Background: an optimization exercise with open tools, aiming at small area, a short achievable clock period and few clock cycles per item. Do not read the settings as production practice. Only simulation tests tie the RTL to the original design; equivalence was not proved.

==> flow/design.v, too long to show whole: its modules and the start of the top module <==
// module rvp_div_pipe: 34 lines
// module rvp_sqrt_pipe: 24 lines
// module rvp_csa_sq2: 157 lines
// module rvp_csa_sq16: 96 lines
// module rvp_csa_mul16: 97 lines
// module rvp_csa_mul16x8: 49 lines
// module rvp_csa_sq13: 78 lines
// module rvp_csa_mst: 50 lines
// module rvp_csa_mch: 50 lines
// module radial_vignette_pixel_top: 366 lines
module radial_vignette_pixel_top
(
	input  wire logic              clk,
	input  wire logic              arst_n,
	input  wire logic              s_tvalid,
	output logic                   s_tready,
	input  wire logic [47:0]       s_tdata,
	output logic                   m_tvalid,
	input  wire logic              m_tready,
	output logic [23:0]            m_tdata,
	input  wire logic              cfg_we,
	input  wire logic [1:0]        cfg_index,
	input  wire logic [CFG_W-1:0]  cfg_data
);
  // ...
==> flow/flow/run.sh <==
#!/bin/bash
set -euo pipefail
echo "export SETUP_SLACK_MARGIN = 6.5" >> config.mk
bash standard.sh > standard.log 2>&1
==> flow/standard.sh <==
#!/bin/bash
# synth_recipe.tcl (not shown) runs the flow's synth.tcl, then flattens the netlist and writes it again
# the make line also repeats each setting of config.mk as NAME=value (left out here)
make -C /OpenROAD-flow-scripts/flow DESIGN_CONFIG=/design/flow/config.mk WORK_HOME=/design/flow/orfs CLKGATE_MAP_FILE= SYNTH_SCRIPT=/design/flow/synth_recipe.tcl "${@:-finish}"
==> flow/config.mk <==
export PLATFORM = sky130hd
export DESIGN_NAME = radial_vignette_pixel_top
export DESIGN_NICKNAME = radial_vignette_pixel_top
export VERILOG_FILES = /design/flow/design.v
export SDC_FILE = /design/flow/constraint.sdc
export NUM_CORES = 4
export LEC_CHECK = 0
export ABC_AREA = 1
export CAP_MARGIN = 20
export CORE_MARGIN = 2
export CORE_UTILIZATION = 55
export SLEW_MARGIN = 20
export SETUP_SLACK_MARGIN = 6.5
==> flow/constraint.sdc <==
create_clock -name core_clock -period 10.0 [get_ports {clk}]
set_input_delay 2.0000 -clock core_clock [delete_from_list [all_inputs] [get_ports {clk}]]
set_output_delay 2.0000 -clock core_clock [all_outputs]
set_load 0.01 [all_outputs]
==> results.yml, run 1 <==
outcome:
  run_status: "complete, no violations"
clock_network:
  clkLatencyLatePin_ns: 0.97
  cts_setup_buffers: 291
  cts.hold.buffers_added: 0
  ctsResizeCount: 613
  htree_num_levels: 4
  clk_root_buffer_cell: "clkbuf_16"
route:
  highest_metal_layer_with_signal_wires: "met5"
  wl_per_cell_um: 21.6
  drt-pass1-iter-count: 9
  drt-vias-per-instance: 5.80
  met1Wirelength_um: 213000
  detail_route.iter0.violations: 12200
  postRouteAntennaNets: 0
  met2WireLength_um: 233000
grt:
  grt_use_met1: 0.427
  grt_pass1_vias: 131000
  globalRouteOverflowTotal: 0
  global_route.peak_usage_layer: "met2"
hold_path:
  worstHoldPathType: "reg -> reg"
  min_from: "d3_a[13]$_DFF_P_"
sta:
  max-slew-margin-rel: 0.310
  layout_worst_path_cycle_share: 0.371
  setup_ws_ns: 6.29
  fin_hold_ws_ns: 0.331
layout:
  layout-drive-gt1-share: 0.107
  nNonClkBuffers: 786
  clock_buffers: 288
  final_core_util: 0.629
setup_path:
  criticalPathCategory: "reg -> reg"
  critPathTopFamily: "adder cells"
  worstSetupEndpoint: "t2s30[24]$_DFFE_PP_"
  critical-path-top-cell-by-count: "inv_2"
  crit_path_start_kind: "flip-flop"
  cp-startpoint: "g_fd[8].t_q[10]$_DFFE_PP_"
synthesis:
  ys_ff_latch: 2114
  synth_top_family_by_area: "adder cells"
floorplanning:
  fp-row-count: 200
  initial_utilization: 0.553
Testbench counts, summed over its fixed seeds: cycles 17,408, items 16,384.
==> run 2, diff against run 1 <==
--- a/flow/config.mk
+++ b/flow/config.mk
@@ -6,5 +6,5 @@
 export NUM_CORES = 4
 export LEC_CHECK = 0
-export ABC_AREA = 1
+export ABC_AREA = 0
 export CAP_MARGIN = 20
 export CORE_MARGIN = 2
==> run 2 against run 1 <==
Clock-buffer cell count shrank 5. Critical endpoint is now g_s4[2].rm_r[11]$_DFFE_PP_. Synthesized cell count fell by 21%. Global-route usage fell by 1.5 points. Highest routed layer unchanged.
==> results.yml, run 2 <==
hold_path:
  worstHoldPathType: "reg -> reg"
  timing.hold.worst_path_depth: 0
clock_network:
  clock_slew_at_the_register_clock_pins_of_the_worst_setup_and_hold_paths_ns: 0.06
  tritoncts: "built"
  cts.hold.buffers_added: 0
  clock_sink_count: 2114
  htree_num_levels: 4
  cts_buffer_depth: 4
  tritoncts.num_buffers: 238
  clk_root_buffer_cell: "clkbuf_16"
  clkLatencyLatePin_ns: 0.91
floorplanning:
  floorplan.die.height_um: 541
  design.die.area_sq_um: 292000
  fp-row-count: 197
  chipWidth_um: 541
  core_area_sq_um: 287000
  top_level_ports: 98
  initial_utilization: 0.552
grt:
  grt_antenna_before_repair: 19
  globalRouteOverflowTotal: 0
  grt_pass1_vias: 123000
  grt_first_pass_wirelength_um: 714000
  grt.total_usage: 0.311
  grt_max_degree: 193
sta:
  layout_worst_path_cycle_share: 0.425
  setup_repair_after_global_routing_missed_its_margin: "yes"
  fmax_mhz: 235
  max-slew-margin-rel: 0.260
  fin_skew_ns: 0.0499
  fin_hold_ws_ns: 0.344
  post-route-min-period_ns: 4.25
  final_max_slew_viol_count: 0
  setup_viol: 0
  timing_hold_violations_final: 0
  worst_pin_slew_ns: 1.11
layout:
  layout-drive-gt1-share: 0.248
  multi_input_area_sq_um: 102000
  layout.filler_cells: 20900
  regMostFlops: "rgb"
  areaGrowthSynthToFinish_pct: 25.2
  most_frequent_cells_in_the_layout: "1855 x edfxtp_1, 1718 x ha_1, 915 x inv_1"
  sequential_cell_area_sq_um: 61600
  largest_registers: "rgb: 741 flops, g_rd.r_q: 200 flops, g_fd.r_q: 112 flops"
  most_common_library_cell_in_the_layout_ignoring_fill_and_taps: "edfxtp_1"
  final_design_area_no_fill_sq_um: 198000
  largest_register_ff_count: 741
  nets: 18700
synthesis:
  seq_total_area_yosys: 0.388
  most_used_standard_cell_by_instance_count_after_synthesis: "ha_1"
  number_of_synthesized_flops_with_an_enable_pin: 1855
  async_flop_share: 0.0587
  ys_ff_latch: 2114
  yosysTopAreaCell: "edfxtp_1"
  commonest_cells_in_the_netlist: "1919 x ha_1, 1855 x edfxtp_1, 1047 x inv_1, 955 x a21oi_1, 851 x nor2_1"
  synthesis.area_sq_um: 158000
  postSynthAreaPerCell_sq_um: 10.7
  synth-main-ff-cell: "edfxtp_1"
  synthCells: 14900
  synth.lib_cells_used.distinct: 104
  synthesis.yosys.warnings: 21
  top_area_cell_type_share_of_the_netlist_area: 0.352
  synth_nets: 17300
  ys_top_cells_by_area: "edfxtp_1 35%, ha_1 15%, fa_1 5.5%"
route:
  drt_drc_violations_left: 0
  routed_wirelength_um: 482000
  wl_per_cell_um: 23.8
  postRouteAntennaNets: 0
  drt-pass1-iter-count: 8
  vias: 125000
  drt-vias-per-instance: 6.17
  detail_route.iter0.violations: 10800
setup_path:
  crit_path_end_kind: "flip-flop"
  criticalPathCategory: "reg -> reg"
  cp_max_fo: 7
  r2r_depth: 19
  crit_path_start_kind: "flip-flop"
  arrival_ns: 4.90
  critical_path_required_ns: 10.65
run:
  cap_viol_max_count: 0
placement:
  detailed_place_hpwl_um: 306000
  buffer_ports.inserted: 97
  gp_routability_congestion: 0.925
  placed_area_sq_um: 164000
outcome:
  run_status: "complete, no violations"
[run 2: cell type report]
class / count / area share
Inverter: 1048 / 0.0209
Clock buffer: 283 / 0.0319
Antenna cell: 7 / 0.0000883
Multi-Input combinational cell: 11300 / 0.514
Timing Repair Buffer: 1585 / 0.0892
Sequential cell: 2114 / 0.311
Tap cell: 3781 / 0.0239
Clock inverter: 165 / 0.00896
[run 2: kinds of logic (layout without fill, tap and decap cells)]
group | count (synthesis) | after routing | share of synthesized area
AOI/OAI and AO/OA | 3891 | 3911 | 0.163
and+or+nand+nor | 3274 | 3275 | 0.101
adders and majority gates | 2353 | 2353 | 0.206
DFF | 2114 | 2114 | 0.388
buffers and inverters | 1488 | 3081 | 0.0356
xor gates and xnor gates | 1065 | 1065 | 0.0589
muxes | 681 | 681 | 0.0467
other | 0 | 7 | 0
[run 2: repair_timing]
action | in CTS | in global routing
setup buffers | 775 | 420
pin swaps | 669 | 728
endpoints found under the setup margin | 1046 | 736
cloned | 116 | 38
resized for setup | 2068 | 1074
[run 2: final timing paths]
path | from | to | slack [ns]
worst max-delay path | g_s4[1].rm_r[1]$_SDFFCE_PP1P_ | g_s4[2].rm_r[11]$_DFFE_PP_ | 5.75
worst min-delay path | d3_a[14]$_DFF_P_ | d3_b[14]$_DFF_P_ | 0.34
worst max register to register | g_s4[1].rm_r[1]$_SDFFCE_PP1P_ | g_s4[2].rm_r[11]$_DFFE_PP_ | 5.75
worst min register to register | d3_a[14]$_DFF_P_ | d3_b[14]$_DFF_P_ | 0.34
max in group asynchronous | arst_n | strength_q[0]$_DFFE_PN0P_ | 7.25
min in group asynchronous | arst_n | den_a[0]$_DFFE_PN0P_ | 1.10
[run 2: routing by layer]
metal / up-vias / GRT usage / routed length [um]
met1: 61200 / 0.402 / 199000
li1: 57800 / - / -
met5: - / 0 / 10
met2: 4649 / 0.509 / 223000
met3: 1381 / 0.0445 / 33300
met4: 2 / 0.158 / 27600
[run 2: worst max-delay path: stages, from the launching register on]
cell	delay, ns
edfxtp_1	0.43
buf_6	0.15
ha_4	0.16
o21a_1	0.20
o21a_1	0.19
o21ai_2	0.18
o21ai_2	0.10
or3_4	0.35
nand2_4	0.10
xor2_4	0.19
ha_4	0.22
inv_2	0.06
ha_4	0.19
or3_1	0.31
o21ai_1	0.10
a21oi_2	0.08
o32ai_4	0.40
buf_6	0.20
nor2_1	0.06
a221o_1	0.33
[run 2: stage by stage]
step	instances	utilization	setup TNS (ns)	setup slack [ns]
final	20300	0.690	0	5.75
after global routing	20300	0.690	0	5.59
after CTS	19800	0.660	0	5.77
after detailed placement	18500	0.571	0	4.04
after global placement	18500	0.571	0	4.01
after floorplan	14900	-	-3407.62	-2.92
==> run 3, diff against run 2 <==
--- a/flow/config.mk
+++ b/flow/config.mk
@@ -6,8 +6,9 @@
 export NUM_CORES = 4
 export LEC_CHECK = 0
-export ABC_AREA = 0
+export ABC_AREA = 1
 export CAP_MARGIN = 20
 export CORE_MARGIN = 2
 export CORE_UTILIZATION = 55
+export CTS_CLUSTER_SIZE = 30
 export SLEW_MARGIN = 20
 export SETUP_SLACK_MARGIN = 6.5
==> run 3 against run 2 <==
Still clean on timing, DRC and antenna. First-iteration DRC count is 13% higher. Global-route usage is 1.5 points higher. Final cell count is 16% higher. Highest routed layer unchanged.
==> results.yml, run 3 <==
route:
  drt-pass1-iter-count: 9
  drt-vias-per-instance: 5.80
  detail_route.iter0.violations: 12200
  vias: 136000
  drt_drc_violations_left: 0
  wl_per_cell_um: 21.6
  routed_wirelength_um: 508000
  postRouteAntennaNets: 0
hold_path:
  worstHoldPathType: "reg -> reg"
synthesis:
  synth-adder-area-share: 0.199
  async_flop_share: 0.0587
  ys_ff_latch: 2114
  commonest_cells_in_the_netlist: "3807 x nand2_1, 2389 x inv_1, 1919 x ha_1, 1855 x edfxtp_1, 1770 x a21oi_1"
  yosysTopAreaCell: "edfxtp_1"
  synth-compound-area-share: 0.148
  yosys-mux-area-fraction: 0.000495
  ys_top_cells_by_area: "edfxtp_1 34%, ha_1 15%, nand2_1 8.7%"
  synth-simple-area-share: 0.159
  postSynthAreaPerCell_sq_um: 8.78
  number_of_synthesized_flops_with_an_enable_pin: 1855
  synth.lib_cells_used.distinct: 91
  synthesis.yosys.warnings: 21
  post_synth_xor_area_fraction: 0.0527
  seq_total_area_yosys: 0.375
  synth_top_family_by_area: "adder cells"
  synth-main-ff-cell: "edfxtp_1"
  most_used_standard_cell_by_instance_count_after_synthesis: "nand2_1"
  synthCells: 18700
  synth_nets: 21100
  top_area_cell_type_share_of_the_netlist_area: 0.339
  synthesis.area_sq_um: 164000
layout:
  regMostFlops: "rgb"
  largest_register_ff_count: 741
  most_common_library_cell_in_the_layout_ignoring_fill_and_taps: "nand2_1"
  most_frequent_cells_in_the_layout: "3687 x nand2_1, 2223 x inv_1, 1855 x edfxtp_1"
  layout-drive-gt1-share: 0.107
  finalNonFillerCells: 23500
  nets: 21800
  areaGrowthSynthToFinish_pct: 13.7
  largest_registers: "rgb: 741 flops, g_rd.r_q: 200 flops, g_fd.r_q: 112 flops"
grt:
  grt_first_pass_wirelength_um: 761000
  grt.total_usage: 0.325
  grt_antenna_before_repair: 18
  grt_pass1_vias: 131000
  globalRouteOverflowTotal: 0
  grt_max_degree: 174
floorplanning:
  initial_utilization: 0.553
  design.die.area_sq_um: 303000
  top_level_ports: 98
  chipWidth_um: 550
  fp-row-count: 200
  floorplan.die.height_um: 550
  core_area_sq_um: 297000
sta:
  setup-tns-final_ns: 0
  layout_worst_path_cycle_share: 0.371
  fin_hold_ws_ns: 0.331
  setup_viol: 0
  worst_pin_slew_ns: 1.03
  timing_hold_violations_final: 0
  fmax_mhz: 269
  post-route-min-period_ns: 3.71
  fin_skew_ns: 0.105
  max-slew-margin-rel: 0.310
  setup_repair_after_global_routing_missed_its_margin: "yes"
  final_max_slew_viol_count: 0
clock_network:
  clock_slew_at_the_register_clock_pins_of_the_worst_setup_and_hold_paths_ns: 0.06
  htree_num_levels: 4
  clkLatencyLatePin_ns: 0.97
  cts_buffer_depth: 4
  tritoncts: "built"
  tritoncts.num_buffers: 240
  clock_sink_count: 2114
  clk_root_buffer_cell: "clkbuf_16"
setup_path:
  cp_max_fo: 5
  crit_path_start_kind: "flip-flop"
  criticalPathCategory: "reg -> reg"
  critical_path_required_ns: 10.69
  arrival_ns: 4.40
  max_stage_delay_ns: 0.52
  critical_path.n_buffers_inverters: 7
  crit_path_end_kind: "flip-flop"
  critical-path-top-cell-by-count: "inv_2"
  critPathTopFamily: "adder cells"
  critical-path-slowest-cell: "fa_1"
  timing.critical_path.cells: "buf_12 -> buf_6 -> nand2_2 -> inv_2 -> fa_1 -> inv_1 -> fa_1 -> fa_1 -> inv_2 -> ha_4 -> inv_2 -> fa_2 -> inv_2 -> ha_4"
placement:
  detailed_place_hpwl_um: 374000
  buffer_ports.inserted: 97
  dp.cells: 22500
  gp_routability_congestion: 0.983
outcome:
  run_status: "complete, no violations"
run:
  cap_viol_max_count: 0
## run 3: cell types whose count changed after synthesis, moves of 178 or more
cell	before	now
a21o_1	479	138
a21oi_1	955	1770
a22o_1	193	0
and2_1	300	14
inv_1	1047	2389
mux2_2	465	1
mux2i_1	216	7
nand2_1	806	3807
nand2b_1	180	2
nand3_1	185	726
nor2_1	851	1075
nor2b_1	246	1
o21ai_0	767	1015
xnor2_1	672	399
## run 3: kinds of logic (layout without fill, tap and decap cells)
logic type,after synthesis,count (layout)
muxes,8,8
buffers and inverters,2840,3684
adders and majority gates,2353,2353
and+or+nand+nor,6269,6278
AOI/OAI and AO/OA,4152,4152
xor gates and xnor gates,976,976
DFF,2114,2114
other,0,12
## run 3: worst paths after layout
check,end,cells after the start,slack (ns),start
hold / removal,d3_b[13]$_DFF_P_,0,0.33,d3_a[13]$_DFF_P_
hold reg to reg,d3_b[13]$_DFF_P_,0,0.33,d3_a[13]$_DFF_P_
max in group asynchronous,height_q[12]$_DFFE_PN0P_,2,7.37,arst_n
min in group asynchronous,oc[1]$_DFF_PN0_,1,1.13,arst_n
setup / recovery,t2s30[24]$_DFFE_PP_,14,6.29,g_fd[8].t_q[10]$_DFFE_PP_
setup reg to reg,t2s30[24]$_DFFE_PP_,14,6.29,g_fd[8].t_q[10]$_DFFE_PP_
## run 3: per-layer routing
metal | track usage | vias to the layer above | share of wire
met5 | 0 | - | 0.000071
met4 | 0.157 | 6 | 0.056
met3 | 0.0461 | 1215 | 0.067
met2 | 0.530 | 4703 | 0.46
met1 | 0.427 | 64400 | 0.42
li1 | - | 66200 | -
## run 3: stage by stage
step,setup slack (ns),area (sq um),util
finish,6.29,187000,0.629
floorplan,-2.57,164000,-
CTS,6.21,183000,0.615
global route,6.17,187000,0.629
global placement,4.75,170000,0.571
detailed placement,4.76,170000,0.571
## run 3: cell type report
cell class	count	area [sq um]
inverter	2443	9480
timing repair buffer	786	7090
tap	3939	4930
fill	25500	110000
sequential	2114	61600
antenna	12	30.0
timing repair inverter	2	15.0
clock buffer	288	6410
clock inverter	165	1940
multi-input combinational	13800	95300
## run 3: what timing repair did
action	CTS	global route
cloned	10	7
endpoints found under the setup margin	699	589
pin swaps	177	227
resized for setup	613	520
hold buffers	0	0
buffers inserted	291	239
==> run 4, diff against run 3 <==
--- a/flow/config.mk
+++ b/flow/config.mk
@@ -9,6 +9,5 @@
 export CAP_MARGIN = 20
 export CORE_MARGIN = 2
-export CORE_UTILIZATION = 55
-export CTS_CLUSTER_SIZE = 30
+export CORE_UTILIZATION = 65
 export SLEW_MARGIN = 20
 export SETUP_SLACK_MARGIN = 6.5
==> run 4 against run 3 <==
Maximum frequency down 5.9%. Synthesized area unchanged. Die area down 15%.
==> results.yml, run 4 <==
outcome:
  run_status: "complete, no violations"
grt:
  globalRouteOverflowTotal: 0
  grt_first_pass_wirelength_um: 766000
  grt.total_usage: 0.384
  grt_pass1_vias: 136000
  grt_antenna_before_repair: 28
  grt_max_degree: 173
clock_network:
  tritoncts: "built"
  clock_sink_count: 2114
  tritoncts.num_buffers: 223
  clkLatencyLatePin_ns: 0.96
  cts.hold.buffers_added: 0
  clock_slew_at_the_register_clock_pins_of_the_worst_setup_and_hold_paths_ns: 0.06
  htree_num_levels: 4
  cts_buffer_depth: 3
  clk_root_buffer_cell: "clkbuf_16"
setup_path:
  crit_path_end_kind: "flip-flop"
  capture_instance_of_the_worst_register_to_register_path: "t2s30[13]$_DFFE_PP_"
  cp-startpoint: "g_fd[8].t_q[8]$_DFFE_PP_"
  cp_max_fo: 4
  critical_path.reg2reg.startpoint: "g_fd[8].t_q[8]$_DFFE_PP_"
  criticalPathCategory: "reg -> reg"
  critical_path_required_ns: 10.68
  worstSetupEndpoint: "t2s30[13]$_DFFE_PP_"
  worst_r2r_setup_slack_ns: 6.05
  crit_path_start_kind: "flip-flop"
  arrival_ns: 4.62
  r2r_depth: 13
sta:
  setup_viol: 0
  fmax_mhz: 253
  fin_hold_ws_ns: 0.315
  post-route-min-period_ns: 3.95
  setup_ws_ns: 6.05
  fin_skew_ns: 0.0936
  worst_pin_slew_ns: 1.09
  layout_worst_path_cycle_share: 0.395
  timing_hold_violations_final: 0
  setup_repair_after_global_routing_missed_its_margin: "yes"
  final_max_slew_viol_count: 0
  max-slew-margin-rel: 0.273
floorplanning:
  design.die.area_sq_um: 257000
  chipWidth_um: 507
  fp-row-count: 184
  initial_utilization: 0.653
  top_level_ports: 98
  floorplan.die.height_um: 507
  core_area_sq_um: 251000
layout:
  areaGrowthSynthToFinish_pct: 13.3
  largest_registers: "rgb: 741 flops, g_rd.r_q: 200 flops, g_fd.r_q: 112 flops"
  regMostFlops: "rgb"
  largest_register_ff_count: 741
  layout-drive-gt1-share: 0.107
  most_common_library_cell_in_the_layout_ignoring_fill_and_taps: "nand2_1"
  finalNonFillerCells: 22900
  nets: 21800
  final_core_util: 0.740
  most_frequent_cells_in_the_layout: "3689 x nand2_1, 2232 x inv_1, 1855 x edfxtp_1"
synthesis:
  synthesis.area_sq_um: 164000
  seq_total_area_yosys: 0.375
  synth.lib_cells_used.distinct: 91
  number_of_synthesized_flops_with_an_enable_pin: 1855
  synthCells: 18700
  commonest_cells_in_the_netlist: "3807 x nand2_1, 2389 x inv_1, 1919 x ha_1, 1855 x edfxtp_1, 1770 x a21oi_1"
  synth-main-ff-cell: "edfxtp_1"
  synth_nets: 21100
  yosysTopAreaCell: "edfxtp_1"
  async_flop_share: 0.0587
  most_used_standard_cell_by_instance_count_after_synthesis: "nand2_1"
  ys_ff_latch: 2114
  ys_top_cells_by_area: "edfxtp_1 34%, ha_1 15%, nand2_1 8.7%"
  postSynthAreaPerCell_sq_um: 8.78
  top_area_cell_type_share_of_the_netlist_area: 0.339
  synthesis.yosys.warnings: 21
route:
  wl_per_cell_um: 22.5
  drt-vias-per-instance: 6.20
  drt-pass1-iter-count: 8
  vias: 142000
  postRouteAntennaNets: 0
  drt_drc_violations_left: 0
  detail_route.iter0.violations: 15700
  routed_wirelength_um: 516000
placement:
  detailed_place_hpwl_um: 361000
  dp.cells: 21900
  gp_routability_congestion: 1.02
  buffer_ports.inserted: 97
  dp_slack_ns: 4.93
hold_path:
  worstHoldPathType: "reg -> reg"
run:
  cap_viol_max_count: 0
==> run 4: cell counts after synthesis <==
No cell type changed its count.
==> run 4: metal layers <==
metal / global-route usage / part of all wire
met5: 0 / 0.00037
met4: 0.243 / 0.076
met3: 0.0772 / 0.10
met2: 0.604 / 0.45
met1: 0.488 / 0.38
==> run 4: final cells by class <==
type,instances,area (sq um)
flip-flops and latches,2114,61600
multi-input cells,13800,95500
repair inverters,3,20.0
well taps,3348,4190
diodes,7,17.5
repair buffers,819,7470
inverters,2443,9520
clock inverters,151,1780
clock buffers,272,5970
fillers,18400,65400
==> run 4: what timing repair did <==
item	CTS	global route
pin swaps	171	256
gates resized for setup	604	588
cloned	10	12
endpoints found under the setup margin	929	644
buffers inserted	347	235
==> run 4: kinds of logic after synthesis <==
logic type               after synthesis  share of synthesized area
adder cells (fa/ha/maj)             2353                      0.199
multiplexers                           8                   0.000495
XOR/XNOR                             976                     0.0527
flip-flops                          2114                      0.375
buffers and inverters               2840                     0.0665
AO/OA/AOI/OAI                       4152                      0.148
AND/OR/NAND/NOR                     6269                      0.159
==> run 4: worst min path at each step <==
| stage | from | endpoint | depth (start not counted) |
|---|---|---|---|
| after floorplan | d3_a[10]$_DFF_P_ | d3_b[10]$_DFF_P_ | 0 |
| after global placement | d3_a[22]$_DFF_P_ | d3_b[22]$_DFF_P_ | 0 |
| after detailed placement | d3_a[9]$_DFF_P_ | d3_b[9]$_DFF_P_ | 0 |
| after CTS | d3_a[9]$_DFF_P_ | d3_b[9]$_DFF_P_ | 0 |
| after global routing | d3_a[9]$_DFF_P_ | d3_b[9]$_DFF_P_ | 0 |
| final | d3_a[9]$_DFF_P_ | d3_b[9]$_DFF_P_ | 0 |
==> run 4: critical path, cell delays in order (launching register included) <==
cell and delay (ns):
edfxtp_1 0.50, buf_6 0.18, buf_6 0.11, buf_4 0.13, nand2_1 0.08, inv_1 0.07
fa_1 0.54, inv_1 0.06, fa_2 0.37, fa_1 0.54, inv_2 0.06, fa_2 0.61
ha_4 0.22, ha_4 0.21
==> run 4: through the flow <==
stage / TNS, ns / instance area [sq um]
2_1_floorplan: -3359.81 / 164000
3_3_place_gp: 0 / 169000
3_5_place_dp: 0 / 169000
4_1_cts: 0 / 182000
5_1_grt: 0 / 186000
6_report: 0 / 186000
==> run 5, diff against run 4 <==
==> flow/flow/run.sh (replaced) <==
#!/bin/bash
set -euo pipefail
echo "export SETUP_SLACK_MARGIN = 6.25" >> config.mk
bash standard.sh > standard.log 2>&1
--- a/flow/config.mk
+++ b/flow/config.mk
@@ -9,5 +9,5 @@
 export CAP_MARGIN = 20
 export CORE_MARGIN = 2
-export CORE_UTILIZATION = 65
+export CORE_UTILIZATION = 55
 export SLEW_MARGIN = 20
-export SETUP_SLACK_MARGIN = 6.5
+export SETUP_SLACK_MARGIN = 6.25
==> run 5 against run 4 <==
Still clean. Global-route usage decreased by 6.3 points. Synthesized cell count unchanged. First-iteration DRC count decreased by 25%. Via count decreased by 5.4%. Critical path type unchanged. Critical endpoint is now t2s30[19]$_DFFE_PP_. Highest routed layer unchanged.
==> results.yml, run 5 <==
outcome:
  run_status: "complete, no violations"
setup_path:
  capture_instance_of_the_worst_register_to_register_path: "t2s30[19]$_DFFE_PP_"
  crit_path_end_kind: "flip-flop"
  r2r_depth: 9
  crit_path_start_kind: "flip-flop"
  worst_r2r_setup_slack_ns: 6.26
  max_stage_delay_ns: 0.55
  criticalPathCategory: "reg -> reg"
  critical-path-slowest-cell: "fa_1"
  critical-path-top-cell-by-count: "fa_1"
  critical_path.reg2reg.startpoint: "g_fd[8].t_q[12]$_DFFE_PP_"
  arrival_ns: 4.41
  critical_path_required_ns: 10.67
  timing.critical_path.cells: "buf_6 -> nand2_1 -> inv_1 -> fa_1 -> fa_1 -> fa_1 -> fa_1 -> fa_1 -> ha_2"
  cp_max_fo: 5
grt:
  grt_max_degree: 174
  grt_first_pass_wirelength_um: 752000
  grt_antenna_before_repair: 14
  grt.total_usage: 0.321
  grt_pass1_vias: 129000
  globalRouteOverflowTotal: 0
layout:
  finalNonFillerCells: 23200
  nets: 21500
  layout-drive-gt1-share: 0.0715
  most_common_library_cell_in_the_layout_ignoring_fill_and_taps: "nand2_1"
  areaGrowthSynthToFinish_pct: 10.7
  regMostFlops: "rgb"
  largest_register_ff_count: 741
  most_frequent_cells_in_the_layout: "3753 x nand2_1, 2324 x inv_1, 1866 x ha_1"
  largest_registers: "rgb: 741 flops, g_rd.r_q: 200 flops, g_fd.r_q: 112 flops"
  final_design_area_no_fill_sq_um: 182000
  layout.filler_cells: 26100
  final_core_util: 0.612
hold_path:
  worstHoldEndpoint: "d3_b[13]$_DFF_P_"
  min_from: "d3_a[13]$_DFF_P_"
  timing.hold.worst_path_depth: 0
  worstHoldPathType: "reg -> reg"
clock_network:
  clkLatencyLatePin_ns: 0.97
  clk_root_buffer_cell: "clkbuf_16"
  cts_buffer_depth: 4
  htree_num_levels: 4
  cts.hold.buffers_added: 0
  tritoncts.num_buffers: 240
  clock_slew_at_the_register_clock_pins_of_the_worst_setup_and_hold_paths_ns: 0.06
  clock_sink_count: 2114
  tritoncts: "built"
synthesis:
  seq_total_area_yosys: 0.375
  synth.lib_cells_used.distinct: 91
  ys_ff_latch: 2114
  synthesis.area_sq_um: 164000
  synthesis.yosys.warnings: 21
  postSynthAreaPerCell_sq_um: 8.78
  yosysTopAreaCell: "edfxtp_1"
  synth_nets: 21100
  ys_top_cells_by_area: "edfxtp_1 34%, ha_1 15%, nand2_1 8.7%"
  synth-main-ff-cell: "edfxtp_1"
  commonest_cells_in_the_netlist: "3807 x nand2_1, 2389 x inv_1, 1919 x ha_1, 1855 x edfxtp_1, 1770 x a21oi_1"
  async_flop_share: 0.0587
  most_used_standard_cell_by_instance_count_after_synthesis: "nand2_1"
  top_area_cell_type_share_of_the_netlist_area: 0.339
  number_of_synthesized_flops_with_an_enable_pin: 1855
  synthCells: 18700
route:
  detail_route.iter0.violations: 11800
  postRouteAntennaNets: 0
  drt-vias-per-instance: 5.79
  drt_drc_violations_left: 0
  wl_per_cell_um: 21.5
  routed_wirelength_um: 500000
  vias: 134000
  drt-pass1-iter-count: 10
sta:
  timing_hold_violations_final: 0
  final_max_slew_viol_count: 0
  fmax_mhz: 267
  fin_hold_ws_ns: 0.327
  post-route-min-period_ns: 3.74
  setup-tns-final_ns: 0
  fin_skew_ns: 0.104
  setup_viol: 0
  worst_pin_slew_ns: 1.15
  setup_ws_ns: 6.26
  layout_worst_path_cycle_share: 0.374
  setup_repair_after_global_routing_missed_its_margin: "yes"
  max-slew-margin-rel: 0.229
floorplanning:
  top_level_ports: 98
  initial_utilization: 0.553
  floorplan.die.height_um: 550
  core_area_sq_um: 297000
  design.die.area_sq_um: 303000
  fp-row-count: 200
  chipWidth_um: 550
placement:
  placed_area_sq_um: 170000
  detailed_place_hpwl_um: 374000
  gp_routability_congestion: 0.983
  dp.cells: 22500
  dp_slack_ns: 4.76
  buffer_ports.inserted: 97
run:
  cap_viol_max_count: 0
run 5: cell counts after synthesis:
Identical to the previous run, type by type.
run 5: what timing repair did:
action	CTS	global route
endpoints found under the setup margin	520	297
setup buffers	102	124
pin swaps	21	147
gates cloned	3	7
gates resized for setup	172	287
run 5: layer usage:
metal  vias to the layer above  GRT usage  wire (um)
met3                      1075     0.0478      33500
met2                      4455      0.521     228000
met4                         6      0.156      27300
met1                     63400      0.422     211000
met5                         -          0         40
li1                      65500          -          -
run 5: critical path: cells and delay by family, from the launching register on:
family,cells,cell delay (ns)
fa+ha+maj,6,2.78
flops,1,0.43
buf+inv,2,0.22
simple gates,1,0.05
run 5: worst max-delay path by stage:
stage                                           from                         end  cells after the start  slack, ns
final                      g_fd[8].t_q[12]$_DFFE_PP_         t2s30[19]$_DFFE_PP_                      9       6.26
after CTS                         sxs2[19]$_DFFE_PP_          num3[25]$_DFFE_PP_                     10       6.14
after global placement                   s_tdata[15]           ady1[5]$_DFFE_PP_                     15       4.75
after global routing      g_sq[9].rem_r[0]$_DFFE_PP_  g_s4[1].rm_r[10]$_DFFE_PP_                     21       6.09
after detailed placement                 s_tdata[15]          ady1[11]$_DFFE_PP_                     15       4.76
after floorplan                         en$_DFF_PN1_             rdy_q$_DFF_PN1_                     10      -2.57
run 5: final cells by class:
| cell class | instances | area (sq um) | area share |
|---|---|---|---|
| sequential | 2114 | 61600 | 0.339 |
| antenna | 10 | 25.0 | 0.000138 |
| multi-input combinational | 13800 | 93300 | 0.514 |
| timing repair inverter | 2 | 15.0 | 0.0000826 |
| timing repair buffer | 479 | 4220 | 0.0232 |
| tap | 3939 | 4930 | 0.0271 |
| clock buffer | 288 | 6410 | 0.0353 |
| inverter | 2443 | 9330 | 0.0514 |
| clock inverter | 165 | 1940 | 0.0107 |
run 5: logic make-up after synthesis:
family                     count (synthesis)  share of synthesized area
xor gates and xnor gates                 976                     0.0527
muxes                                      8                   0.000495
buffers and inverters                   2840                     0.0665
adders and majority gates               2353                      0.199
AOI/OAI and AO/OA                       4152                      0.148
DFF                                     2114                      0.375
and+or+nand+nor                         6269                      0.159
==> module radial_vignette_pixel_top, before the edit <==
module radial_vignette_pixel_top
(
	input  wire logic              clk,
	input  wire logic              arst_n,
	input  wire logic              s_tvalid,
	output logic                   s_tready,
	input  wire logic [47:0]       s_tdata,
	output logic                   m_tvalid,
	input  wire logic              m_tready,
	output logic [23:0]            m_tdata,
	input  wire logic              cfg_we,
	input  wire logic [1:0]        cfg_index,
	input  wire logic [CFG_W-1:0]  cfg_data
);
	localparam int NP = 31;    
	logic [DIM_W-1:0] width_q, height_q;
	logic [FX_W-1:0]  radius_q, strength_q;
	logic             den_pend;
	logic             tok0, tok1;
	logic [26:0]      num_c;
	logic             en;
	always_ff @(posedge clk or negedge arst_n) begin
		if (!arst_n) begin
			width_q    <= 13'd640;
			height_q   <= 13'd480;
			radius_q   <= 17'd32768;
			strength_q <= 17'd32768;
		end else if (cfg_we) begin
			unique case (cfg_index)
				2'd0: width_q    <= cfg_data[DIM_W-1:0];
				2'd1: height_q   <= cfg_data[DIM_W-1:0];
				2'd2: radius_q   <= cfg_data;
				2'd3: strength_q <= cfg_data;
				default: ;
			endcase
		end
	end
	logic [25:0] den_a, den_b;
	logic [27:0] d3_a, d3_b;
	always_ff @(posedge clk or negedge arst_n) begin
		if (!arst_n) begin
			den_pend <= 1'b0;
			den_a    <= 26'd640000;
		end else begin
			if (cfg_we && !cfg_index[1])
				den_pend <= 1'b1;
			else if (en)
				den_pend <= 1'b0;
			if (en && tok1)
				den_a <= num_c[25:0];
		end
	end
	always_ff @(posedge clk) begin
		den_b <= den_a;
		d3_a  <= 28'(den_a) + 28'({den_a, 1'b0});
		d3_b  <= d3_a;
	end
	logic [16:0] fd_a;
	logic [18:0] fd3_a;
	logic [17:0] s3_q;
	always_ff @(posedge clk) begin
		fd_a  <= 17'h10000 - radius_q;
		fd3_a <= 19'(fd_a) + 19'({fd_a, 1'b0});
		s3_q  <= 18'(strength_q[15:0]) + 18'({strength_q[15:0], 1'b0});
	end
	logic [12:0] w_eff, h_eff;
	logic [16:0] s_eff;
	logic        s_one, den_zero, r_big;
	assign w_eff    = width_q[12]  ? 13'd4096 : width_q;
	assign h_eff    = height_q[12] ? 13'd4096 : height_q;
	assign s_one    = strength_q[16];
	assign s_eff    = s_one ? 17'h10000 : strength_q;
	assign den_zero = (den_a == 26'd0);
	assign r_big    = radius_q[16];
	logic [1:0]  oc;           
	logic [23:0] ob0, ob1;     
	logic        vl;           
	logic [23:0] res_c;        
	logic        push, pop;
	logic [1:0]  oc_nx;
	assign m_tvalid = (oc != 2'd0);
	assign m_tdata  = ob0;
	logic rdy_q;
	assign s_tready = rdy_q;
	assign push  = en && vl;
	assign pop   = m_tvalid && m_tready;
	assign oc_nx = oc + {1'b0, push} - {1'b0, pop};
	always_ff @(posedge clk or negedge arst_n) begin
		if (!arst_n) begin
			oc    <= 2'd0;
			en    <= 1'b1;
			rdy_q <= 1'b1;
		end else begin
			oc    <= oc_nx;
			en    <= (oc_nx != 2'd2);
			rdy_q <= (oc_nx != 2'd2) && !(cfg_we && !cfg_index[1]) && !(en ? den_pend : (den_pend || tok0));
		end
	end
	always_ff @(posedge clk) begin
		if (pop || (push && oc == 2'd0))
			ob0 <= (oc == 2'd2) ? ob1 : res_c;
		if (push && oc == 2'd1)
			ob1 <= res_c;
	end
	logic        v   [NP];
	logic [23:0] rgb [NP];
	always_ff @(posedge clk or negedge arst_n) begin
		if (!arst_n) begin
			for (int i = 0; i < NP; i++) v[i] <= 1'b0;
			tok0 <= 1'b0;
			tok1 <= 1'b0;
		end else if (en) begin
			v[0] <= s_tvalid && s_tready;
			for (int i = 1; i < NP; i++) v[i] <= v[i-1];
			tok0 <= den_pend;
			tok1 <= tok0;
		end
	end
	assign vl = v[NP-1];
	always_ff @(posedge clk) begin
		if (en) begin
			rgb[0] <= s_tdata[47:24];
			for (int i = 1; i < NP; i++) rgb[i] <= rgb[i-1];
		end
	end
	logic [13:0] dxa, dxb, dya, dyb;
	logic [12:0] cx, cy;
	assign cx  = den_pend ? 13'd0 : {s_tdata[11:0], 1'b0};
	assign cy  = den_pend ? 13'd0 : {s_tdata[23:12], 1'b0};
	assign dxa = {1'b0, cx} - {1'b0, w_eff};
	assign dxb = {1'b0, w_eff} - {1'b0, cx};
	assign dya = {1'b0, cy} - {1'b0, h_eff};
	assign dyb = {1'b0, h_eff} - {1'b0, cy};
	logic [12:0] adx1, ady1;
	always_ff @(posedge clk) begin
		if (en) begin
			adx1 <= dxa[13] ? dxb[12:0] : dxa[12:0];
			ady1 <= dya[13] ? dyb[12:0] : dya[12:0];
		end
	end
	logic [25:0] sxs_c, sxc_c, sys_c, syc_c, sxs2, sxc2, sys2, syc2;
	rvp_csa_sq13 u_sqx (.a(adx1), .s(sxs_c), .c(sxc_c));
	rvp_csa_sq13 u_sqy (.a(ady1), .s(sys_c), .c(syc_c));
	always_ff @(posedge clk) begin
		if (en) begin
			sxs2 <= sxs_c;
			sxc2 <= sxc_c;
			sys2 <= sys_c;
			syc2 <= syc_c;
		end
	end
	assign num_c = 27'(sxs2) + 27'(sxc2) + 27'(sys2) + 27'(syc2);
	logic [26:0] num3;
	always_ff @(posedge clk) begin
		if (en) num3 <= num_c;
	end
	logic sat [4:12];
	always_ff @(posedge clk) begin
		if (en) begin
			sat[4] <= ({1'b0, num3} >= {den_a, 2'b00});
			for (int i = 5; i <= 12; i++) sat[i] <= sat[i-1];
		end
	end
	for (genvar i = 1; i <= 9; i++) begin : g_rd
		logic [24:0] r_in, r_o, r_q;
		logic [1:0]  p_in, q_o, q_q;
		logic [25:0] dd;
		logic [27:0] dd3;
		if (i == 1) begin : g_f
			assign r_in = num3[26:2];
			assign p_in = num3[1:0];
		end else begin : g_n
			assign r_in = g_rd[i-1].r_q;
			assign p_in = 2'b00;
		end
		if (i <= 4) begin : g_ca
			assign dd  = den_a;
			assign dd3 = d3_a;
		end else begin : g_cb
			assign dd  = den_b;
			assign dd3 = d3_b;
		end
		rvp_div_pipe #(.RW(25), .DW(26)) u_step (
			.r(r_in), .p(p_in), .d(dd), .d3(dd3), .ro(r_o), .q(q_o)
		);
		always_ff @(posedge clk) begin
			if (en) begin
				r_q <= r_o;
				q_q <= q_o;
			end
		end
	end
	for (genvar j = 1; j <= 9; j++) begin : g_sq
		logic [j-1:0] rem_i, root_i;
		logic [j:0]   rem_c, rem_r;
		logic [j-1:0] root_c, root_r;
		logic [1:0]   pr;
		if (j == 1) begin : g_f
			assign rem_i  = '0;
			assign root_i = '0;
		end else begin : g_n
			assign rem_i  = g_sq[j-1].rem_r;
			assign root_i = {1'b0, g_sq[j-1].root_r};
		end
		assign pr = sat[3+j] ? 2'b11 : g_rd[j].q_q;
		rvp_sqrt_pipe #(.J(j)) u_dig (
			.rem(rem_i), .root(root_i), .pr(pr),
			.rem_o(rem_c), .root_o(root_c)
		);
		always_ff @(posedge clk) begin
			if (en) begin
				rem_r  <= rem_c;
				root_r <= root_c;
			end
		end
	end
	for (genvar m = 1; m <= 4; m++) begin : g_s4
		localparam int RB = 7 + 2 * m;       
		logic [RB-1:0] rt_i;
		logic [RB:0]   rm_i;
		logic [RB+2:0] rm_r;
		logic [RB+1:0] rt_r;
		logic [RB+5:0] x, t1, t2, t3;
		if (m == 1) begin : g_f
			assign rt_i = g_sq[9].root_r;
			assign rm_i = g_sq[9].rem_r;
		end else begin : g_n
			assign rt_i = g_s4[m-1].rt_r;
			assign rm_i = g_s4[m-1].rm_r;
		end
		assign x  = {1'b0, rm_i, 4'b0000};
		assign t1 = x - ((RB+6)'(rt_i) << 3) - (RB+6)'(1);
		assign t2 = x - ((RB+6)'(rt_i) << 4) - (RB+6)'(4);
		assign t3 = x - ((RB+6)'(rt_i) << 4) - ((RB+6)'(rt_i) << 3) - (RB+6)'(9);
		always_ff @(posedge clk) begin
			if (en) begin
				if (!t3[RB+5]) begin
					rm_r <= t3[RB+2:0];
					rt_r <= {rt_i, 2'd3};
				end else if (!t2[RB+5]) begin
					rm_r <= t2[RB+2:0];
					rt_r <= {rt_i, 2'd2};
				end else if (!t1[RB+5]) begin
					rm_r <= t1[RB+2:0];
					rt_r <= {rt_i, 2'd1};
				end else begin
					rm_r <= x[RB+2:0];
					rt_r <= {rt_i, 2'd0};
				end
			end
		end
	end
	logic [16:0] dd;
	assign dd = g_s4[4].rt_r;
	logic [17:0] dm;
	assign dm = {1'b0, dd} - {1'b0, radius_q};
	logic [15:0] fr21;
	logic        act [18:30];
	logic        tsat[18:30];
	always_ff @(posedge clk) begin
		if (en) begin
			fr21     <= dm[15:0];
			act[18]  <= !dm[17] && (dm[16:0] != 17'd0) && !den_zero && !r_big;
			tsat[18] <= dd[16];
			for (int i = 19; i <= 30; i++) begin
				act[i]  <= act[i-1];
				tsat[i] <= tsat[i-1];
			end
		end
	end
	for (genvar i = 1; i <= 8; i++) begin : g_fd
		logic [15:0] r_in, r_o, r_q;
		logic [1:0]  q_o;
		logic [2*i-1:0] t_q;
		logic [16:0] dd;
		logic [18:0] dd3;
		if (i == 1) begin : g_f
			assign r_in = fr21;
		end else begin : g_n
			assign r_in = g_fd[i-1].r_q;
		end
		assign dd  = fd_a;
		assign dd3 = fd3_a;
		rvp_div_pipe #(.RW(16), .DW(17)) u_step (
			.r(r_in), .p(2'b00), .d(dd), .d3(dd3), .ro(r_o), .q(q_o)
		);
		if (i == 1) begin : g_t1
			always_ff @(posedge clk) begin
				if (en) t_q <= q_o;
			end
		end else begin : g_tn
			always_ff @(posedge clk) begin
				if (en) t_q <= {g_fd[i-1].t_q, q_o};
			end
		end
		if (i < 8) begin : g_r
			always_ff @(posedge clk) begin
				if (en) r_q <= r_o;
			end
		end else begin : g_nr
			assign r_q = r_o;
		end
	end
	logic [15:0] tt;
	assign tt = g_fd[8].t_q;
	logic [31:0] t2s_c, t2c_c, t2s30, t2c30;
	rvp_csa_sq16 u_sq16 (.a(tt), .s(t2s_c), .c(t2c_c));
	always_ff @(posedge clk) begin
		if (en) begin
			t2s30 <= t2s_c;
			t2c30 <= t2c_c;
		end
	end
	logic [31:0] t2sum;
	assign t2sum = t2s30 + t2c30;
	logic [15:0] t2_31;
	always_ff @(posedge clk) begin
		if (en) t2_31 <= t2sum[31:16];
	end
	logic [31:0] sts_c, stc_c, sts32, stc32;
	logic [15:0] t2_32;
	rvp_csa_mst u_mst (.t(t2_31), .s1(strength_q[15:0]), .s3(s3_q), .s(sts_c), .c(stc_c));
	always_ff @(posedge clk) begin
		if (en) begin
			sts32 <= sts_c;
			stc32 <= stc_c;
			t2_32 <= t2_31;
		end
	end
	logic [31:0] stsum;
	logic [16:0] st;
	assign stsum = sts32 + stc32;
	always_comb begin
		if (tsat[29])      st = s_eff;
		else if (s_one)    st = {1'b0, t2_32};
		else               st = {1'b0, stsum[31:16]};
	end
	logic [16:0] ff33;
	logic [9:0]  c3_33 [3];
	always_ff @(posedge clk) begin
		if (en) begin
			ff33 <= act[29] ? (17'h10000 - st) : 17'h10000;
			for (int ch = 0; ch < 3; ch++)
				c3_33[ch] <= 10'(rgb[28][8*ch+7 -: 8]) + 10'({rgb[28][8*ch+7 -: 8], 1'b0});
		end
	end
	logic [23:0] ps_c [3], pc_c [3], ps34 [3], pc34 [3];
	logic        f16_34;
	for (genvar ch = 0; ch < 3; ch++) begin : g_ch
		rvp_csa_mch u_m (.f(ff33[15:0]), .c1(rgb[29][8*ch+7:8*ch]), .c3(c3_33[ch]), .s(ps_c[ch]), .c(pc_c[ch]));
		always_ff @(posedge clk) begin
			if (en) begin
				ps34[ch] <= ps_c[ch];
				pc34[ch] <= pc_c[ch];
			end
		end
	end
	always_ff @(posedge clk) begin
		if (en) f16_34 <= ff33[16];
	end
	logic [23:0] pr_c, pg_c, pb_c;
	assign pr_c = ps34[0] + pc34[0];
	assign pg_c = ps34[1] + pc34[1];
	assign pb_c = ps34[2] + pc34[2];
	assign res_c = f16_34 ? rgb[NP-1] : {pb_c[23:16], pg_c[23:16], pr_c[23:16]};
endmodule
==> run 6, diff against run 5 <==
--- a/flow/design.v
+++ b/flow/design.v
@@ -707,6 +707,6 @@
 		end
 	end
-	logic [25:0] den_a, den_b;
-	logic [27:0] d3_a, d3_b;
+	logic [25:0] den_a;
+	logic [27:0] d3_a;
 	always_ff @(posedge clk or negedge arst_n) begin
 		if (!arst_n) begin
@@ -723,7 +723,5 @@
 	end
 	always_ff @(posedge clk) begin
-		den_b <= den_a;
 		d3_a  <= 28'(den_a) + 28'({den_a, 1'b0});
-		d3_b  <= d3_a;
 	end
 	logic [16:0] fd_a;
@@ -845,11 +843,6 @@
 			assign p_in = 2'b00;
 		end
-		if (i <= 4) begin : g_ca
-			assign dd  = den_a;
-			assign dd3 = d3_a;
-		end else begin : g_cb
-			assign dd  = den_b;
-			assign dd3 = d3_b;
-		end
+		assign dd  = den_a;
+		assign dd3 = d3_a;
 		rvp_div_pipe #(.RW(25), .DW(26)) u_step (
 			.r(r_in), .p(p_in), .d(dd), .d3(dd3), .ro(r_o), .q(q_o)
==> run 6 against run 5 <==
Via count increased by 1.1%. Routed wire length rose by 1.2%. Flip-flop and latch count fell by 53. Clock skew shrank 0.030 ns. Core utilization is 0.16 points higher. First-iteration DRC count grew 13%. Largest cell class unchanged. Register-to-register slack is essentially flat. Still clean on timing, DRC and antenna.
==> results.yml, run 6 <==
clock_network:
  clkLatencyLatePin_ns: 0.93
  tritoncts.num_buffers: 229
  cts_buffer_depth: 4
  clock_sink_count: 2061
  clk_root_buffer_cell: "clkbuf_16"
  cts.hold.buffers_added: 0
  tritoncts: "built"
  htree_num_levels: 4
  clock_slew_at_the_register_clock_pins_of_the_worst_setup_and_hold_paths_ns: 0.06
route:
  routed_wirelength_um: 506000
  drt-pass1-iter-count: 7
  vias: 136000
  drt_drc_violations_left: 0
  drt-vias-per-instance: 5.87
  detail_route.iter0.violations: 13300
  postRouteAntennaNets: 0
  wl_per_cell_um: 21.8
sta:
  max-slew-margin-rel: 0.208
  fin_skew_ns: 0.0738
  fmax_mhz: 267
  setup_viol: 0
  worst_pin_slew_ns: 1.19
  final_max_slew_viol_count: 0
  setup-tns-final_ns: 0
  layout_worst_path_cycle_share: 0.375
  setup_repair_after_global_routing_missed_its_margin: "yes"
  fin_hold_ws_ns: 0.375
  timing_hold_violations_final: 0
  post-route-min-period_ns: 3.75
synthesis:
  synthesis.area_sq_um: 163000
  synthCells: 18700
  ys_top_cells_by_area: "edfxtp_1 34%, ha_1 15%, nand2_1 8.7%"
  ys_ff_latch: 2061
  yosysTopAreaCell: "edfxtp_1"
  number_of_synthesized_flops_with_an_enable_pin: 1855
  most_used_standard_cell_by_instance_count_after_synthesis: "nand2_1"
  async_flop_share: 0.0602
  synthesis.yosys.warnings: 21
  synth-main-ff-cell: "edfxtp_1"
  top_area_cell_type_share_of_the_netlist_area: 0.342
  synth.lib_cells_used.distinct: 90
  commonest_cells_in_the_netlist: "3791 x nand2_1, 2316 x inv_1, 1917 x ha_1, 1855 x edfxtp_1, 1765 x a21oi_1"
  seq_total_area_yosys: 0.371
  synth_nets: 21100
  postSynthAreaPerCell_sq_um: 8.74
placement:
  gp_routability_congestion: 0.979
  buffer_ports.inserted: 97
  detailed_place_hpwl_um: 374000
layout:
  largest_registers: "rgb: 741 flops, g_rd.r_q: 200 flops, g_fd.r_q: 112 flops"
  regMostFlops: "rgb"
  areaGrowthSynthToFinish_pct: 10.8
  most_frequent_cells_in_the_layout: "3740 x nand2_1, 2223 x inv_1, 1874 x ha_1"
  nets: 21500
  most_common_library_cell_in_the_layout_ignoring_fill_and_taps: "nand2_1"
  layout.filler_cells: 25900
  sequential_cell_area_sq_um: 60500
  multi_input_area_sq_um: 93500
  largest_register_ff_count: 741
  layout-drive-gt1-share: 0.0730
grt:
  globalRouteOverflowTotal: 0
  grt_max_degree: 191
  grt_first_pass_wirelength_um: 760000
  grt_antenna_before_repair: 21
  grt.total_usage: 0.327
  grt_pass1_vias: 128000
setup_path:
  critPathTopFamily: "adder cells"
  critical_path_required_ns: 10.67
  crit_path_start_kind: "flip-flop"
  critical-path-top-cell-by-count: "fa_1"
  crit_path_end_kind: "flip-flop"
  critical-path-slowest-cell: "fa_2"
  arrival_ns: 4.42
  cp_max_fo: 7
  criticalPathCategory: "reg -> reg"
  critical_path.n_buffers_inverters: 4
  max_stage_delay_ns: 0.58
  timing.critical_path.cells: "buf_12 -> nand2_1 -> inv_1 -> fa_1 -> fa_1 -> inv_1 -> fa_1 -> inv_2 -> fa_1 -> fa_2 -> ha_1"
floorplanning:
  design.die.area_sq_um: 301000
  fp-row-count: 199
  chipWidth_um: 549
  initial_utilization: 0.554
  top_level_ports: 98
  floorplan.die.height_um: 549
  core_area_sq_um: 295000
hold_path:
  worstHoldPathType: "reg -> reg"
run:
  cap_viol_max_count: 0
outcome:
  run_status: "complete, no violations"
run 6: cell types whose count changed in the layout (fill, tap and decap cells not counted), sizes merged, moves of 17 or more:
cell | before | now
a21o | 139 | 164
buf | 383 | 448
clkinvlp | 47 | 77
dfxtp | 135 | 82
inv | 2421 | 2307
nand2 | 3834 | 3814
nand3 | 737 | 756
nor2 | 1093 | 1122
o211ai | 245 | 228
xnor2 | 403 | 422
xor2 | 573 | 545
run 6: logic make-up after synthesis:
| logic type | after synthesis | synth area share |
|---|---|---|
| AND/OR/NAND/NOR | 6309 | 0.161 |
| AO/OA/AOI/OAI | 4184 | 0.149 |
| buffers and inverters | 2778 | 0.0654 |
| adder cells (fa/ha/maj) | 2352 | 0.200 |
| flip-flops | 2061 | 0.371 |
| XOR/XNOR | 967 | 0.0526 |
| multiplexers | 8 | 0.000499 |
run 6: worst reg2reg max path, cell delays in order (launching register included):
cell and delay, ns:
edfxtp_1 0.44, buf_12 0.18, nand2_1 0.06, inv_1 0.05
fa_1 0.46, fa_1 0.49, inv_1 0.06, fa_1 0.43
inv_2 0.07, fa_1 0.45, fa_2 0.58, ha_1 0.22
run 6: worst paths after layout:
check	slack (ns)	startpoint	end	cells after the start
setup / recovery	6.25	g_fd[8].t_q[13]$_DFFE_PP_	t2s30[19]$_DFFE_PP_	11
hold / removal	0.38	rgb[14][8]$_DFFE_PP_	rgb[15][8]$_DFFE_PP_	0
setup reg to reg	6.25	g_fd[8].t_q[13]$_DFFE_PP_	t2s30[19]$_DFFE_PP_	11
hold reg to reg	0.38	rgb[14][8]$_DFFE_PP_	rgb[15][8]$_DFFE_PP_	0
max in group asynchronous	7.14	arst_n	strength_q[14]$_DFFE_PN0P_	3
min in group asynchronous	0.96	arst_n	den_pend$_DFFE_PN0P_	1
run 6: routing by layer:
metal / wire, um / vias up / GRT usage
met5: 73 / - / 0
met4: 25100 / 10 / 0.137
met3: 42100 / 1070 / 0.0513
met2: 218000 / 5355 / 0.502
met1: 221000 / 64000 / 0.460
li1: - / 65500 / -
run 6: timing repair:
action                                  CTS  global route
gates cloned                              7             7
resized for setup                       223           308
setup buffers                           132           157
endpoints found under the setup margin  639           497
pin swaps                                23            68
run 6: area by class of cell:
class	instances	share of cell area
Clock buffer	285	0.0341
Clock inverter	147	0.00873
Timing Repair inverter	4	0.000166
Antenna cell	15	0.000208
Tap cell	3919	0.0271
Inverter	2360	0.0505
Multi-Input combinational cell	13800	0.517
Sequential cell	2061	0.335
Timing Repair Buffer	544	0.0270
run 6: through the flow:
step,area [sq um],utilization,setup slack (ns),std cells
2_1_floorplan,163000,-,-2.57,18700
3_3_place_gp,168000,0.572,4.55,22400
5_1_grt,181000,0.613,6.13,23200
4_1_cts,178000,0.605,6.19,23000
3_5_place_dp,168000,0.572,4.61,22400
6_report,181000,0.613,6.25,23200
Testbench counts of run 6, summed over its fixed seeds: cycles 17,408, items 16,384.
==> run 7, diff against run 6 <==
==> flow/flow/run.sh (replaced) <==
#!/bin/bash
set -euo pipefail
echo "export SETUP_SLACK_MARGIN = 6.5" >> config.mk
bash standard.sh > standard.log 2>&1
--- a/flow/config.mk
+++ b/flow/config.mk
@@ -11,3 +11,3 @@
 export CORE_UTILIZATION = 55
 export SLEW_MARGIN = 20
-export SETUP_SLACK_MARGIN = 6.25
+export SETUP_SLACK_MARGIN = 6.5
==> run 7 against run 6 <==
Register-to-register slack worse by 0.07 ns. Worst setup slack worse by 0.066 ns. Final cell count up 1.4%. Critical path depth down 1. Maximum frequency down 1.7%. Critical path type unchanged. Critical endpoint unchanged.
==> results.yml, run 7 <==
route:
  drt-pass1-iter-count: 7
  drt_drc_violations_left: 0
  drt-vias-per-instance: 5.87
  routed_wirelength_um: 519000
  postRouteAntennaNets: 0
  detail_route.iter0.violations: 13800
  wl_per_cell_um: 22.1
  vias: 138000
synthesis:
  ys_ff_latch: 2061
  seq_total_area_yosys: 0.371
  synth-main-ff-cell: "edfxtp_1"
  synth.lib_cells_used.distinct: 90
  top_area_cell_type_share_of_the_netlist_area: 0.342
  synthCells: 18700
  postSynthAreaPerCell_sq_um: 8.74
  synthesis.yosys.warnings: 21
  yosysTopAreaCell: "edfxtp_1"
  async_flop_share: 0.0602
  most_used_standard_cell_by_instance_count_after_synthesis: "nand2_1"
  number_of_synthesized_flops_with_an_enable_pin: 1855
  ys_top_cells_by_area: "edfxtp_1 34%, ha_1 15%, nand2_1 8.7%"
  synth_nets: 21100
  commonest_cells_in_the_netlist: "3791 x nand2_1, 2316 x inv_1, 1917 x ha_1, 1855 x edfxtp_1, 1765 x a21oi_1"
  synthesis.area_sq_um: 163000
clock_network:
  htree_num_levels: 4
  clock_slew_at_the_register_clock_pins_of_the_worst_setup_and_hold_paths_ns: 0.06
  cts_buffer_depth: 4
  cts.hold.buffers_added: 0
  clk_root_buffer_cell: "clkbuf_16"
  clkLatencyLatePin_ns: 0.93
  tritoncts.num_buffers: 229
  clock_sink_count: 2061
  tritoncts: "built"
floorplanning:
  design.die.area_sq_um: 301000
  fp-row-count: 199
  initial_utilization: 0.554
  floorplan.die.height_um: 549
  top_level_ports: 98
  chipWidth_um: 549
  core_area_sq_um: 295000
sta:
  setup_ws_ns: 6.19
  setup_viol: 0
  layout_worst_path_cycle_share: 0.381
  fmax_mhz: 262
  final_max_slew_viol_count: 0
  fin_skew_ns: 0.0694
  max-slew-margin-rel: 0.204
  worst_pin_slew_ns: 1.19
  setup_repair_after_global_routing_missed_its_margin: "yes"
  post-route-min-period_ns: 3.81
  timing_hold_violations_final: 0
layout:
  finalNonFillerCells: 23500
  layout.filler_cells: 25200
  layout-drive-gt1-share: 0.113
  final_design_area_no_fill_sq_um: 186000
  most_frequent_cells_in_the_layout: "3659 x nand2_1, 2124 x inv_1, 1855 x edfxtp_1"
  largest_registers: "rgb: 741 flops, g_rd.r_q: 200 flops, g_fd.r_q: 112 flops"
  most_common_library_cell_in_the_layout_ignoring_fill_and_taps: "nand2_1"
  areaGrowthSynthToFinish_pct: 14.3
  sequential_cell_area_sq_um: 60500
  multi_input_area_sq_um: 96200
  nets: 21800
  largest_register_ff_count: 741
  regMostFlops: "rgb"
setup_path:
  crit_path_end_kind: "flip-flop"
  timing.critical_path.cells: "buf_12 -> buf_6 -> nand2_4 -> inv_2 -> fa_1 -> fa_1 -> fa_2 -> fa_1 -> fa_2 -> ha_4"
  critical-path-top-cell-by-count: "fa_1"
  critical-path-slowest-cell: "fa_1"
  critical_path_required_ns: 10.69
  r2r_depth: 10
  crit_path_start_kind: "flip-flop"
  arrival_ns: 4.50
  cp-startpoint: "g_fd[8].t_q[10]$_DFFE_PP_"
  max_stage_delay_ns: 0.58
  criticalPathCategory: "reg -> reg"
  capture_instance_of_the_worst_register_to_register_path: "t2s30[19]$_DFFE_PP_"
  critical_path.reg2reg.startpoint: "g_fd[8].t_q[10]$_DFFE_PP_"
  cp_max_fo: 5
  worst_r2r_setup_slack_ns: 6.19
hold_path:
  worstHoldEndpoint: "rgb[21][13]$_DFFE_PP_"
  worstHoldPathType: "reg -> reg"
  timing.hold.worst_path_depth: 0
  min_from: "rgb[20][13]$_DFFE_PP_"
grt:
  globalRouteOverflowTotal: 0
  grt_pass1_vias: 130000
  grt.total_usage: 0.332
  grt_antenna_before_repair: 21
  grt_first_pass_wirelength_um: 772000
  grt_max_degree: 191
placement:
  dp.cells: 22400
  gp_routability_congestion: 0.979
  placed_area_sq_um: 168000
  buffer_ports.inserted: 97
  dp_slack_ns: 4.61
  detailed_place_hpwl_um: 374000
run:
  cap_viol_max_count: 0
outcome:
  run_status: "complete, no violations"
run 7: worst max-delay path by stage:
stage	endpoint	slack, ns	depth (start not counted)
2_1_floorplan	rdy_q$_DFF_PN1_	-2.57	10
3_3_place_gp	ady1[2]$_DFFE_PP_	4.55	17
3_5_place_dp	ady1[2]$_DFFE_PP_	4.61	17
4_1_cts	s_tready	6.19	1
5_1_grt	t2s30[19]$_DFFE_PP_	6.10	9
6_report	t2s30[19]$_DFFE_PP_	6.19	10
run 7: cells by family after synthesis:
logic type	share of synthesized area
simple gates	0.161
compound gates	0.149
buf+inv	0.0654
fa+ha+maj	0.200
flops	0.371
xor+xnor	0.0526
mux	0.000499
run 7: through the flow:
stage                      util  hold slack (ns)  TNS (ns)
after global placement    0.572            0.400         0
after floorplan               -            0.372  -3360.01
after CTS                 0.618            0.356         0
after detailed placement  0.572            0.405         0
after global routing      0.632            0.361         0
final                     0.633            0.372         0
run 7: cell type report:
| type | count | share of cell area |
|---|---|---|
| Tap cell | 3919 | 0.0263 |
| Timing Repair Buffer | 836 | 0.0406 |
| Antenna cell | 28 | 0.000376 |
| Multi-Input combinational cell | 13800 | 0.516 |
| Timing Repair inverter | 8 | 0.000316 |
| Inverter | 2360 | 0.0497 |
| Clock inverter | 147 | 0.00847 |
| Sequential cell | 2061 | 0.325 |
| Clock buffer | 285 | 0.0331 |
run 7: routing by layer:
layer,GRT usage,vias to the layer above,share of wire
li1,-,66100,-
met1,0.463,65000,0.43
met2,0.511,5647,0.43
met3,0.0539,1097,0.084
met4,0.144,8,0.050
met5,0,-,0.00016
run 7: worst max-delay path, delay by kind of cell (launching register included):
family | cells | cell delay, ns
AND/OR/NAND/NOR | 1 | 0.04
flip-flops | 1 | 0.41
buffers and inverters | 3 | 0.32
adder cells (fa/ha/maj) | 6 | 2.78
run 7: timing repair:
| item | CTS | global route |
|---|---|---|
| pin swaps | 167 | 241 |
| endpoints found under the setup margin | 932 | 675 |
| cloned | 17 | 13 |
| gates resized for setup | 732 | 624 |
| buffers inserted | 384 | 191 |

what the ideal ports hide:
In the flow no input, the clock included, has a driving cell. The finished layouts below were timed again as built, in two steps. Step 1 (the two cells are an assumption about what drives the block):
set clk [get_ports {clk}]
set_driving_cell -lib_cell sky130_fd_sc_hd__clkbuf_16 $clk
set_driving_cell -lib_cell sky130_fd_sc_hd__buf_2 [delete_from_list [all_inputs] $clk]
Step 2 times the ports against the registers' clock, not the clock port: input delays grow and output delays shrink by t, the midpoint of the rising clock arrivals with the driver on. a / b / c = ideal ports / drivers / drivers and shift; a / b = the first two.
run | t (ns) | slack for setup (ns) | worst setup path at the end | latest minus earliest clock arrival (ns) | worst register clock-pin slew, ns
run 1 | 1.028 | 6.288 / 6.179 / 5.631 | input to register | 0.107 / 0.107 | 0.07 / 0.07
run 2 | 0.998 | 5.749 / 5.749 / 5.281 | input to register | 0.067 / 0.067 | 0.07 / 0.07
run 3 | 1.028 | 6.288 / 6.179 / 5.631 | input to register | 0.107 / 0.107 | 0.07 / 0.07
run 4 | 1.014 | 6.054 / 6.054 / 5.609 | input to register | 0.114 / 0.115 | 0.08 / 0.08
run 5 | 1.028 | 6.258 / 6.188 / 5.395 | input to register | 0.112 / 0.111 | 0.07 / 0.07
run 6 | 0.998 | 6.252 / 6.150 / 5.425 | input to register | 0.077 / 0.077 | 0.07 / 0.07
run 7 | 1.002 | 6.187 / 6.162 / 5.633 | input to register | 0.075 / 0.074 | 0.07 / 0.07
After both steps every run listed still meets setup and hold. For run 5, which loses most, drivers alone change the setup slack by -0.070 ns; drivers and shift together by -0.863 ns.
